What follows belongs to an exercise in optimizing a design on an open flow for small area; a production flow would make more cautious choices. Where RTL was checked, it was by simulation tests only, not by an equivalence proof against the original.

==> inputs of branch cedar <==
## decode_stage
module decode_stage (
    input   logic        clk,
    input   logic        rst,
    input   logic [31:0] inst_i,
    input   logic        ex_wreg_i,
    input   logic [4:0]  ex_wd_i,
    input   logic [31:0] ex_wdata_i,
    input   logic        mem_wreg_i,
    input   logic [4:0]  mem_wd_i,
    input   logic [31:0] mem_wdata_i,
    input   logic        wb_we_i,
    input   logic [4:0]  wb_waddr_i,
    input   logic [31:0] wb_wdata_i,
    output  logic [7:0]  aluop_o,
    output  logic [2:0]  alusel_o,
    output  logic        wreg_o,
    output  logic [4:0]  wd_o,
    output  logic [31:0] reg1_o,
    output  logic [31:0] reg2_o
);
    logic [7:0]        aluop;
    logic [2:0]        alusel;
    logic              wreg_raw;
    logic              movn;
    logic              movz;
    logic [4:0]        wd;
    logic              rd1;
    logic              rd2;
    logic              shamt;
    logic              sext;
    logic              upper;
    logic [31:0]       imm1;
    logic [31:0]       imm2;
    logic [31:1][31:0] regs;
    logic [31:1]       wen;
    logic              imm1_nz;
    logic              imm2_nz;
    logic              rs_nonzero;
    logic              rt_nonzero;
    inst_decoder u_decoder (
        .inst_i     (inst_i),
        .aluop_o    (aluop),
        .alusel_o   (alusel),
        .wreg_raw_o (wreg_raw),
        .movn_o     (movn),
        .movz_o     (movz),
        .wd_o       (wd),
        .rd1_o      (rd1),
        .rd2_o      (rd2),
        .shamt_o    (shamt),
        .sext_o     (sext),
        .upper_o    (upper)
    );
    imm_gen u_imm (
        .inst_i  (inst_i),
        .shamt_i (shamt),
        .sext_i  (sext),
        .upper_i (upper),
        .imm1_o  (imm1),
        .imm2_o  (imm2)
    );
    reg_file u_regs (
  ...
==> module operand_fwd, before the edit <==
module operand_fwd (
    input  logic              rst,
    input  logic              read_i,
    input  logic [4:0]        addr_i,
    input  logic [31:1][31:0] regs_i,
    input  logic              wb_we_i,
    input  logic [4:0]        wb_waddr_i,
    input  logic [31:0]       imm_i,
    input  logic              imm_nz_i,     
    input  logic              ex_wreg_i,
    input  logic [4:0]        ex_wd_i,
    input  logic [31:0]       ex_wdata_i,
    input  logic              mem_wreg_i,
    input  logic [4:0]        mem_wd_i,
    input  logic [31:0]       mem_wdata_i,
    input  logic [31:0]       wb_wdata_i,
    output logic [31:0]       operand_o,
    output logic              nonzero_o     
);
    logic [31:1] dec;
    logic [31:1] sel_reg;
    logic        wb_hit;
    logic        sel_wb;
    logic [31:0] regval;
    logic        ex_hit;
    logic        mem_hit;
    logic        sel_ex;
    logic        sel_mem;
    logic        sel_rf;
    logic        sel_imm;
    assign wb_hit = wb_we_i & (wb_waddr_i == addr_i);
    assign sel_wb = wb_hit & (addr_i != 5'd0);
    always_comb begin
        for (int k = 1; k < 32; k++) begin
            dec[k]     = (addr_i == k[4:0]);
            sel_reg[k] = dec[k] & ~wb_hit;
        end
    end
    always_comb begin
        regval = {32{sel_wb}} & wb_wdata_i;
        for (int k = 1; k < 32; k++) begin
            regval = regval | ({32{sel_reg[k]}} & regs_i[k]);
        end
    end
    assign ex_hit  = ex_wreg_i & (ex_wd_i == addr_i);
    assign mem_hit = mem_wreg_i & (mem_wd_i == addr_i);
    assign sel_ex  = ~rst & read_i & ex_hit;
    assign sel_mem = ~rst & read_i & ~ex_hit & mem_hit;
    assign sel_rf  = ~rst & read_i & ~ex_hit & ~mem_hit;
    assign sel_imm = ~rst & ~read_i;
    assign operand_o = ({32{sel_ex}} & ex_wdata_i)
                     | ({32{sel_mem}} & mem_wdata_i)
                     | ({32{sel_rf}} & regval)
                     | ({32{sel_imm}} & imm_i);
    assign nonzero_o = (sel_ex & (|ex_wdata_i))
                     | (sel_mem & (|mem_wdata_i))
                     | (sel_rf & (|regval))
                     | (sel_imm & imm_nz_i);
endmodule
make LEC_CHECK=0 ABC_CLOCK_PERIOD_IN_PS=7000 CAP_MARGIN=20 CORE_MARGIN=2 CORE_UTILIZATION=30 SLEW_MARGIN=20 finish   # period 8.5 ns
run.sh (not shown) runs the stock make flow with config.mk's settings and CLKGATE_MAP_FILE= SYNTH_SCRIPT=/design/flow/synth_recipe.tcl, a recipe that flattens the netlist after the stock synthesis.
==> branch raven (differences from branch cedar) <==
--- a/flow/design.v
+++ b/flow/design.v
@@ -119,10 +119,11 @@
 module operand_fwd (
     input  logic              rst,
     input  logic              read_i,
     input  logic [4:0]        addr_i,
     input  logic [31:1][31:0] regs_i,
+    input  logic [31:1]       nz_i,         
     input  logic              wb_we_i,
     input  logic [4:0]        wb_waddr_i,
     input  logic [31:0]       imm_i,
     input  logic              imm_nz_i,     
     input  logic              ex_wreg_i,
@@ -134,74 +135,109 @@
     input  logic [31:0]       wb_wdata_i,
     output logic [31:0]       operand_o,
     output logic              nonzero_o     
 );
     logic [31:1] dec;
-    logic [31:1] sel_reg;
     logic        wb_hit;
     logic        sel_wb;
-    logic [31:0] regval;
+    logic [31:1] sel_reg;
+    logic [10:0][31:0] part_n;
     logic        ex_hit;
     logic        mem_hit;
     logic        sel_ex;
     logic        sel_mem;
     logic        sel_rf;
     logic        sel_imm;
-    assign wb_hit = wb_we_i & (wb_waddr_i == addr_i);
-    assign sel_wb = wb_hit & (addr_i != 5'd0);
-    always_comb begin
-        for (int k = 1; k < 32; k++) begin
-            dec[k]     = (addr_i == k[4:0]);
-            sel_reg[k] = dec[k] & ~wb_hit;
-        end
-    end
     always_comb begin
-        regval = {32{sel_wb}} & wb_wdata_i;
         for (int k = 1; k < 32; k++) begin
-            regval = regval | ({32{sel_reg[k]}} & regs_i[k]);
+            dec[k] = (addr_i == k[4:0]);
         end
     end
     assign ex_hit  = ex_wreg_i & (ex_wd_i == addr_i);
     assign mem_hit = mem_wreg_i & (mem_wd_i == addr_i);
+    assign wb_hit  = wb_we_i & (wb_waddr_i == addr_i) & (addr_i != 5'd0);
     assign sel_ex  = ~rst & read_i & ex_hit;
     assign sel_mem = ~rst & read_i & ~ex_hit & mem_hit;
-    assign sel_rf  = ~rst & read_i & ~ex_hit & ~mem_hit;
+    assign sel_wb  = ~rst & read_i & ~ex_hit & ~mem_hit & wb_hit;
+    assign sel_rf  = ~rst & read_i & ~ex_hit & ~mem_hit & ~wb_hit;
     assign sel_imm = ~rst & ~read_i;
-    assign operand_o = ({32{sel_ex}} & ex_wdata_i)
-                     | ({32{sel_mem}} & mem_wdata_i)
-                     | ({32{sel_rf}} & regval)
-                     | ({32{sel_imm}} & imm_i);
+    always_comb begin
+        for (int k = 1; k < 32; k++) begin
+            sel_reg[k] = sel_rf & dec[k];
+        end
+    end
+    for (genvar g = 0; g < 11; g++) begin : g_grp
+        for (genvar i = 0; i < 32; i++) begin : g_bit
+            if (g < 10) begin : g_rf
+                aoi222 u_aoi (
+                    .a1 (sel_reg[3*g+1]), .a2 (regs_i[3*g+1][i]),
+                    .b1 (sel_reg[3*g+2]), .b2 (regs_i[3*g+2][i]),
+                    .c1 (sel_reg[3*g+3]), .c2 (regs_i[3*g+3][i]),
+                    .y  (part_n[g][i])
+                );
+            end else begin : g_fwd
+                aoi222 u_aoi (
+                    .a1 (sel_reg[31]), .a2 (regs_i[31][i]),
+                    .b1 (sel_ex),      .b2 (ex_wdata_i[i]),
+                    .c1 (sel_mem),     .c2 (mem_wdata_i[i]),
+                    .y  (part_n[g][i])
+                );
+            end
+        end
+    end
+    always_comb begin
+        operand_o = ({32{sel_wb}} & wb_wdata_i) | ({32{sel_imm}} & imm_i);
+        for (int g = 0; g < 11; g++) begin
+            operand_o = operand_o | ~part_n[g];
+        end
+    end
     assign nonzero_o = (sel_ex & (|ex_wdata_i))
                      | (sel_mem & (|mem_wdata_i))
-                     | (sel_rf & (|regval))
+                     | (sel_wb & (|wb_wdata_i))
+                     | (|(sel_reg & nz_i))
                      | (sel_imm & imm_nz_i);
 endmodule
+module aoi222 (
+    input  logic a1,
+    input  logic a2,
+    input  logic b1,
+    input  logic b2,
+    input  logic c1,
+    input  logic c2,
+    output logic y
+);
+    assign y = ~((a1 & a2) | (b1 & b2) | (c1 & c2));
+endmodule
 module reg_file (
     input  logic              clk,
     input  logic              rst,
     input  logic              we_i,
     input  logic [4:0]        waddr_i,
     input  logic [31:0]       wdata_i,
-    output logic [31:1]       wen_o,
-    output logic [31:1][31:0] regs_o
+    output logic [31:1][31:0] regs_o,
+    output logic [31:1]       nz_o
 );
     logic [31:1][31:0] regs;
+    logic [31:1]       nz;
     logic [31:0]       wd;
+    logic [31:1]       wen;
     assign wd = rst ? 32'b0 : wdata_i;
     always_comb begin
         for (int k = 1; k < 32; k++) begin
-            wen_o[k] = we_i && (waddr_i == k[4:0]);
+            wen[k] = we_i && (waddr_i == k[4:0]);
         end
     end
     always_ff @(posedge clk) begin
         for (int k = 1; k < 32; k++) begin
-            if (rst || wen_o[k]) begin
+            if (rst || wen[k]) begin
                 regs[k] <= wd;
+                nz[k]   <= |wd;
             end
         end
     end
     assign regs_o = regs;
+    assign nz_o   = nz;
 endmodule
 module decode_stage (
     input   logic        clk,
     input   logic        rst,
     input   logic [31:0] inst_i,
@@ -233,11 +269,11 @@
     logic              sext;
     logic              upper;
     logic [31:0]       imm1;
     logic [31:0]       imm2;
     logic [31:1][31:0] regs;
-    logic [31:1]       wen;
+    logic [31:1]       nz;
     logic              imm1_nz;
     logic              imm2_nz;
     logic              rs_nonzero;
     logic              rt_nonzero;
     inst_decoder u_decoder (
@@ -266,18 +302,19 @@
         .clk     (clk),
         .rst     (rst),
         .we_i    (wb_we_i),
         .waddr_i (wb_waddr_i),
         .wdata_i (wb_wdata_i),
-        .wen_o   (wen),
-        .regs_o  (regs)
+        .regs_o  (regs),
+        .nz_o    (nz)
     );
     operand_fwd fwd_rs (
         .rst         (rst),
         .read_i      (rd1),
         .addr_i      (inst_i[25:21]),
         .regs_i      (regs),
+        .nz_i        (nz),
         .wb_we_i     (wb_we_i),
         .wb_waddr_i  (wb_waddr_i),
         .imm_i       (imm1),
         .imm_nz_i    (imm1_nz),
         .ex_wreg_i   (ex_wreg_i),
@@ -293,10 +330,11 @@
     operand_fwd fwd_rt (
         .rst         (rst),
         .read_i      (rd2),
         .addr_i      (inst_i[20:16]),
         .regs_i      (regs),
+        .nz_i        (nz),
         .wb_we_i     (wb_we_i),
         .wb_waddr_i  (wb_waddr_i),
         .imm_i       (imm2),
         .imm_nz_i    (imm2_nz),
         .ex_wreg_i   (ex_wreg_i),
==> flow/flow/run.sh (new file) <==
#!/bin/bash
# Layout flow: the standard ORFS flow (standard.sh) with changes to how
# the layout is built, not to what it is measured against:
#  - ports are buffered with a plain buffer instead of a delay cell,
#  - clock tree synthesis uses small clock buffers, larger sink clusters and
#    no dummy loads.
# Synthesis is the standard one, except that the aoi222 cells of the register
# read multiplexers are mapped on their own (kept as modules until mapping,
# then flattened as usual), so each becomes one AND-OR-invert gate. ORFS writes each step's log under orfs/logs;
# make's own output goes to flow_make.log here.
set -euo pipefail
cd "$(dirname "$0")/.."
bash standard.sh finish \
  "SYNTH_KEEP_MODULES=aoi222" \
  "BUFFER_PORTS_ARGS=-buffer_cell sky130_fd_sc_hd__buf_2" \
  "CTS_ARGS=-sink_clustering_enable -repair_clock_nets -dont_use_dummy_load -sink_clustering_size 12 -sink_clustering_max_diameter 50 -buf_list {sky130_fd_sc_hd__clkbuf_8}" \
  > flow_make.log 2>&1
==> flow/standard.sh (new file) <==
#!/bin/bash
# synth_recipe.tcl (not shown) runs the flow's synth.tcl, then flattens the netlist and writes it again
# the make line also repeats each setting of config.mk as NAME=value (left out here)
make -C /OpenROAD-flow-scripts/flow DESIGN_CONFIG=/design/flow/config.mk WORK_HOME=/design/flow/orfs CLKGATE_MAP_FILE= SYNTH_SCRIPT=/design/flow/synth_recipe.tcl "${@:-finish}"
CORE_UTILIZATION = 38   (was 30)
removed: flow/run.sh
==> branch garnet (differences from branch cedar) <==
--- a/flow/design.v
+++ b/flow/design.v
@@ -119,10 +119,11 @@
 module operand_fwd (
     input  logic              rst,
     input  logic              read_i,
     input  logic [4:0]        addr_i,
     input  logic [31:1][31:0] regs_i,
+    input  logic [31:1]       nz_i,         
     input  logic              wb_we_i,
     input  logic [4:0]        wb_waddr_i,
     input  logic [31:0]       imm_i,
     input  logic              imm_nz_i,     
     input  logic              ex_wreg_i,
@@ -134,74 +135,109 @@
     input  logic [31:0]       wb_wdata_i,
     output logic [31:0]       operand_o,
     output logic              nonzero_o     
 );
     logic [31:1] dec;
-    logic [31:1] sel_reg;
     logic        wb_hit;
     logic        sel_wb;
-    logic [31:0] regval;
+    logic [31:1] sel_reg;
+    logic [10:0][31:0] part_n;
     logic        ex_hit;
     logic        mem_hit;
     logic        sel_ex;
     logic        sel_mem;
     logic        sel_rf;
     logic        sel_imm;
-    assign wb_hit = wb_we_i & (wb_waddr_i == addr_i);
-    assign sel_wb = wb_hit & (addr_i != 5'd0);
-    always_comb begin
-        for (int k = 1; k < 32; k++) begin
-            dec[k]     = (addr_i == k[4:0]);
-            sel_reg[k] = dec[k] & ~wb_hit;
-        end
-    end
     always_comb begin
-        regval = {32{sel_wb}} & wb_wdata_i;
         for (int k = 1; k < 32; k++) begin
-            regval = regval | ({32{sel_reg[k]}} & regs_i[k]);
+            dec[k] = (addr_i == k[4:0]);
         end
     end
     assign ex_hit  = ex_wreg_i & (ex_wd_i == addr_i);
     assign mem_hit = mem_wreg_i & (mem_wd_i == addr_i);
+    assign wb_hit  = wb_we_i & (wb_waddr_i == addr_i) & (addr_i != 5'd0);
     assign sel_ex  = ~rst & read_i & ex_hit;
     assign sel_mem = ~rst & read_i & ~ex_hit & mem_hit;
-    assign sel_rf  = ~rst & read_i & ~ex_hit & ~mem_hit;
+    assign sel_wb  = ~rst & read_i & ~ex_hit & ~mem_hit & wb_hit;
+    assign sel_rf  = ~rst & read_i & ~ex_hit & ~mem_hit & ~wb_hit;
     assign sel_imm = ~rst & ~read_i;
-    assign operand_o = ({32{sel_ex}} & ex_wdata_i)
-                     | ({32{sel_mem}} & mem_wdata_i)
-                     | ({32{sel_rf}} & regval)
-                     | ({32{sel_imm}} & imm_i);
+    always_comb begin
+        for (int k = 1; k < 32; k++) begin
+            sel_reg[k] = sel_rf & dec[k];
+        end
+    end
+    for (genvar g = 0; g < 11; g++) begin : g_grp
+        for (genvar i = 0; i < 32; i++) begin : g_bit
+            if (g < 10) begin : g_rf
+                aoi222 u_aoi (
+                    .a1 (sel_reg[3*g+1]), .a2 (regs_i[3*g+1][i]),
+                    .b1 (sel_reg[3*g+2]), .b2 (regs_i[3*g+2][i]),
+                    .c1 (sel_reg[3*g+3]), .c2 (regs_i[3*g+3][i]),
+                    .y  (part_n[g][i])
+                );
+            end else begin : g_fwd
+                aoi222 u_aoi (
+                    .a1 (sel_reg[31]), .a2 (regs_i[31][i]),
+                    .b1 (sel_ex),      .b2 (ex_wdata_i[i]),
+                    .c1 (sel_mem),     .c2 (mem_wdata_i[i]),
+                    .y  (part_n[g][i])
+                );
+            end
+        end
+    end
+    always_comb begin
+        operand_o = ({32{sel_wb}} & wb_wdata_i) | ({32{sel_imm}} & imm_i);
+        for (int g = 0; g < 11; g++) begin
+            operand_o = operand_o | ~part_n[g];
+        end
+    end
     assign nonzero_o = (sel_ex & (|ex_wdata_i))
                      | (sel_mem & (|mem_wdata_i))
-                     | (sel_rf & (|regval))
+                     | (sel_wb & (|wb_wdata_i))
+                     | (|(sel_reg & nz_i))
                      | (sel_imm & imm_nz_i);
 endmodule
+module aoi222 (
+    input  logic a1,
+    input  logic a2,
+    input  logic b1,
+    input  logic b2,
+    input  logic c1,
+    input  logic c2,
+    output logic y
+);
+    assign y = ~((a1 & a2) | (b1 & b2) | (c1 & c2));
+endmodule
 module reg_file (
     input  logic              clk,
     input  logic              rst,
     input  logic              we_i,
     input  logic [4:0]        waddr_i,
     input  logic [31:0]       wdata_i,
-    output logic [31:1]       wen_o,
-    output logic [31:1][31:0] regs_o
+    output logic [31:1][31:0] regs_o,
+    output logic [31:1]       nz_o
 );
     logic [31:1][31:0] regs;
+    logic [31:1]       nz;
     logic [31:0]       wd;
+    logic [31:1]       wen;
     assign wd = rst ? 32'b0 : wdata_i;
     always_comb begin
         for (int k = 1; k < 32; k++) begin
-            wen_o[k] = we_i && (waddr_i == k[4:0]);
+            wen[k] = we_i && (waddr_i == k[4:0]);
         end
     end
     always_ff @(posedge clk) begin
         for (int k = 1; k < 32; k++) begin
-            if (rst || wen_o[k]) begin
+            if (rst || wen[k]) begin
                 regs[k] <= wd;
+                nz[k]   <= |wd;
             end
         end
     end
     assign regs_o = regs;
+    assign nz_o   = nz;
 endmodule
 module decode_stage (
     input   logic        clk,
     input   logic        rst,
     input   logic [31:0] inst_i,
@@ -233,11 +269,11 @@
     logic              sext;
     logic              upper;
     logic [31:0]       imm1;
     logic [31:0]       imm2;
     logic [31:1][31:0] regs;
-    logic [31:1]       wen;
+    logic [31:1]       nz;
     logic              imm1_nz;
     logic              imm2_nz;
     logic              rs_nonzero;
     logic              rt_nonzero;
     inst_decoder u_decoder (
@@ -266,18 +302,19 @@
         .clk     (clk),
         .rst     (rst),
         .we_i    (wb_we_i),
         .waddr_i (wb_waddr_i),
         .wdata_i (wb_wdata_i),
-        .wen_o   (wen),
-        .regs_o  (regs)
+        .regs_o  (regs),
+        .nz_o    (nz)
     );
     operand_fwd fwd_rs (
         .rst         (rst),
         .read_i      (rd1),
         .addr_i      (inst_i[25:21]),
         .regs_i      (regs),
+        .nz_i        (nz),
         .wb_we_i     (wb_we_i),
         .wb_waddr_i  (wb_waddr_i),
         .imm_i       (imm1),
         .imm_nz_i    (imm1_nz),
         .ex_wreg_i   (ex_wreg_i),
@@ -293,10 +330,11 @@
     operand_fwd fwd_rt (
         .rst         (rst),
         .read_i      (rd2),
         .addr_i      (inst_i[20:16]),
         .regs_i      (regs),
+        .nz_i        (nz),
         .wb_we_i     (wb_we_i),
         .wb_waddr_i  (wb_waddr_i),
         .imm_i       (imm2),
         .imm_nz_i    (imm2_nz),
         .ex_wreg_i   (ex_wreg_i),
==> flow/flow/run.sh (new file) <==
#!/bin/bash
# Layout flow: the standard ORFS flow (standard.sh) with changes to how
# the layout is built, not to what it is measured against:
#  - ports are buffered with a plain buffer instead of a delay cell,
#  - clock tree synthesis uses small clock buffers, larger sink clusters and
#    no dummy loads.
# Synthesis is the standard one, except that the aoi222 cells of the register
# read multiplexers are mapped on their own (kept as modules until mapping,
# then flattened as usual), so each becomes one AND-OR-invert gate. ORFS writes each step's log under orfs/logs;
# make's own output goes to flow_make.log here.
set -euo pipefail
cd "$(dirname "$0")/.."
bash standard.sh finish \
  "SYNTH_KEEP_MODULES=aoi222" \
  "BUFFER_PORTS_ARGS=-buffer_cell sky130_fd_sc_hd__buf_2" \
  "CTS_ARGS=-sink_clustering_enable -repair_clock_nets -dont_use_dummy_load -sink_clustering_size 12 -sink_clustering_max_diameter 50 -buf_list {sky130_fd_sc_hd__clkbuf_8}" \
  > flow_make.log 2>&1
==> flow/standard.sh (new file) <==
#!/bin/bash
# synth_recipe.tcl (not shown) runs the flow's synth.tcl, then flattens the netlist and writes it again
# the make line also repeats each setting of config.mk as NAME=value (left out here)
make -C /OpenROAD-flow-scripts/flow DESIGN_CONFIG=/design/flow/config.mk WORK_HOME=/design/flow/orfs CLKGATE_MAP_FILE= SYNTH_SCRIPT=/design/flow/synth_recipe.tcl "${@:-finish}"
removed: flow/run.sh
==> branch indigo (differences from branch cedar) <==
--- a/flow/design.v
+++ b/flow/design.v
@@ -134,46 +134,46 @@
     input  logic [31:0]       wb_wdata_i,
     output logic [31:0]       operand_o,
     output logic              nonzero_o     
 );
     logic [31:1] dec;
-    logic [31:1] sel_reg;
     logic        wb_hit;
     logic        sel_wb;
     logic [31:0] regval;
     logic        ex_hit;
     logic        mem_hit;
     logic        sel_ex;
     logic        sel_mem;
     logic        sel_rf;
     logic        sel_imm;
-    assign wb_hit = wb_we_i & (wb_waddr_i == addr_i);
-    assign sel_wb = wb_hit & (addr_i != 5'd0);
     always_comb begin
         for (int k = 1; k < 32; k++) begin
-            dec[k]     = (addr_i == k[4:0]);
-            sel_reg[k] = dec[k] & ~wb_hit;
+            dec[k] = (addr_i == k[4:0]);
         end
     end
     always_comb begin
-        regval = {32{sel_wb}} & wb_wdata_i;
+        regval = '0;
         for (int k = 1; k < 32; k++) begin
-            regval = regval | ({32{sel_reg[k]}} & regs_i[k]);
+            regval = regval | ({32{dec[k]}} & regs_i[k]);
         end
     end
     assign ex_hit  = ex_wreg_i & (ex_wd_i == addr_i);
     assign mem_hit = mem_wreg_i & (mem_wd_i == addr_i);
+    assign wb_hit  = wb_we_i & (wb_waddr_i == addr_i) & (addr_i != 5'd0);
     assign sel_ex  = ~rst & read_i & ex_hit;
     assign sel_mem = ~rst & read_i & ~ex_hit & mem_hit;
-    assign sel_rf  = ~rst & read_i & ~ex_hit & ~mem_hit;
+    assign sel_wb  = ~rst & read_i & ~ex_hit & ~mem_hit & wb_hit;
+    assign sel_rf  = ~rst & read_i & ~ex_hit & ~mem_hit & ~wb_hit;
     assign sel_imm = ~rst & ~read_i;
     assign operand_o = ({32{sel_ex}} & ex_wdata_i)
                      | ({32{sel_mem}} & mem_wdata_i)
+                     | ({32{sel_wb}} & wb_wdata_i)
                      | ({32{sel_rf}} & regval)
                      | ({32{sel_imm}} & imm_i);
     assign nonzero_o = (sel_ex & (|ex_wdata_i))
                      | (sel_mem & (|mem_wdata_i))
+                     | (sel_wb & (|wb_wdata_i))
                      | (sel_rf & (|regval))
                      | (sel_imm & imm_nz_i);
 endmodule
 module reg_file (
     input  logic              clk,
==> flow/flow/run.sh (new file) <==
#!/bin/bash
# Layout flow: the standard ORFS flow (standard.sh) with three changes to
# how the layout is built, not to what it is measured against:
#  - ports are buffered with a plain buffer instead of a delay cell,
#  - clock tree synthesis uses small clock buffers and inserts no dummy loads.
# Synthesis is the standard one. ORFS writes each step's log under orfs/logs;
# make's own output goes to flow_make.log here.
set -euo pipefail
cd "$(dirname "$0")/.."
bash standard.sh finish \
  "BUFFER_PORTS_ARGS=-buffer_cell sky130_fd_sc_hd__buf_2" \
  "CTS_ARGS=-sink_clustering_enable -repair_clock_nets -dont_use_dummy_load -buf_list {sky130_fd_sc_hd__clkbuf_4 sky130_fd_sc_hd__clkbuf_8}" \
  > flow_make.log 2>&1
==> flow/standard.sh (new file) <==
#!/bin/bash
# synth_recipe.tcl (not shown) runs the flow's synth.tcl, then flattens the netlist and writes it again
# the make line also repeats each setting of config.mk as NAME=value (left out here)
make -C /OpenROAD-flow-scripts/flow DESIGN_CONFIG=/design/flow/config.mk WORK_HOME=/design/flow/orfs CLKGATE_MAP_FILE= SYNTH_SCRIPT=/design/flow/synth_recipe.tcl "${@:-finish}"
removed: flow/run.sh
==> impl_metrics.ini <==
[yosys]
synth_cells = 3425
synth-edff-count = 992

[sta]
setup_ws_ps = -233
finalSetupViolCount = 1

[final_layout]
inv_count = 19

[outcome]
violatedChecks = negative setup slack
status = complete, but fails checks

[clock_network]
cts-buffers-inserted = 159

[place]
dp_hpwl_um = 190000
# the run above: branch indigo

==> impl_metrics.ini <==
[outcome]
status = complete, no violations

[final_layout]
signal_buffers = 456
inv_count = 11

[clock_network]
cts-buffers-inserted = 110
post_cts_buffers = 0

[grt]
grt_pass1_vias = 34591

[yosys]
synth_cells = 2550
synth-edff-count = 1023
synthTopCellsByArea = edfxtp_1 (72%), a222oi_1 (16%), nand4_1 (2.4%), nor2_1 (1.0%), nand3_1 (0.82%)

[power]
pg_clk_mw = 2.79

[sta]
setup_ws_ps = 462
finalSetupViolCount = 0
# the run above: branch raven

==> impl_metrics.ini <==
[outcome]
status = complete, no violations

[route]
via_per_inst = 7.11

[place]
dp_hpwl_um = 121000

[final_layout]
final_common_cell = edfxtp_1
antennaDiodeCount = 9

[yosys]
synth_cells = 2550
async_flop_share = 0
synth-edff-count = 1023

[clock_network]
holdBufCountCts = 0
cts-buffers-inserted = 104

[sta]
maxSlewHeadroom = 0.124
setup_ws_ps = 376

[critical_path]
worstSetupEndpoint = reg2_o[17]

[power]
p_sw_frac = 0.241
# the run above: branch garnet

==> impl_metrics.ini <==
[outcome]
status = complete, no violations

[sta]
setup_ws_ps = 43.1
finalSetupViolCount = 0

[yosys]
synth.top_cell.area_share = 0.637
synth_cells = 3506
synth_compound_area_frac = 0.209
synth-edff-count = 992

[place]
dp_hpwl_um = 187000

[clock_network]
cts-buffers-inserted = 105

[final_layout]
inv_count = 13
# the run above: branch cedar

For branch indigo, only the layout was checked, not whether the RTL still works.

-- what the ideal ports hide --
Ports are ideal in the flow. The routed layouts listed here were re-timed in OpenROAD.
Step 1 assumes that a clkbuf_16 drives the clock port and a buf_2 every other input.
Step 2 also shifts input and output timing later by t, the mid clock arrival at the registers, as if the neighbouring blocks saw the same clock.
Slacks: ideal / step 1 / step 2; pairs: ideal / step 1.
run	t (ns)	slack for setup (ns)	hold slack, ns	worst setup path after step 2	worst register clock-pin slew, ns
branch cedar	0.803	0.043 / 0.014 / 0.014	1.970 / 1.911 / 2.714	input to output	0.07 / 0.07
branch raven	0.820	0.462 / 0.417 / 0.417	1.446 / 1.400 / 2.219	input to output	0.09 / 0.09
branch garnet	0.811	0.376 / 0.351 / 0.351	1.377 / 1.321 / 2.132	input to output	0.09 / 0.09
branch indigo	0.956	-0.233 / -0.372 / -0.372	1.423 / 1.374 / 2.330	input to output	0.07 / 0.07
For branch indigo, which loses most, drivers alone change the setup slack by -0.139 ns; drivers and shift together by -0.139 ns.
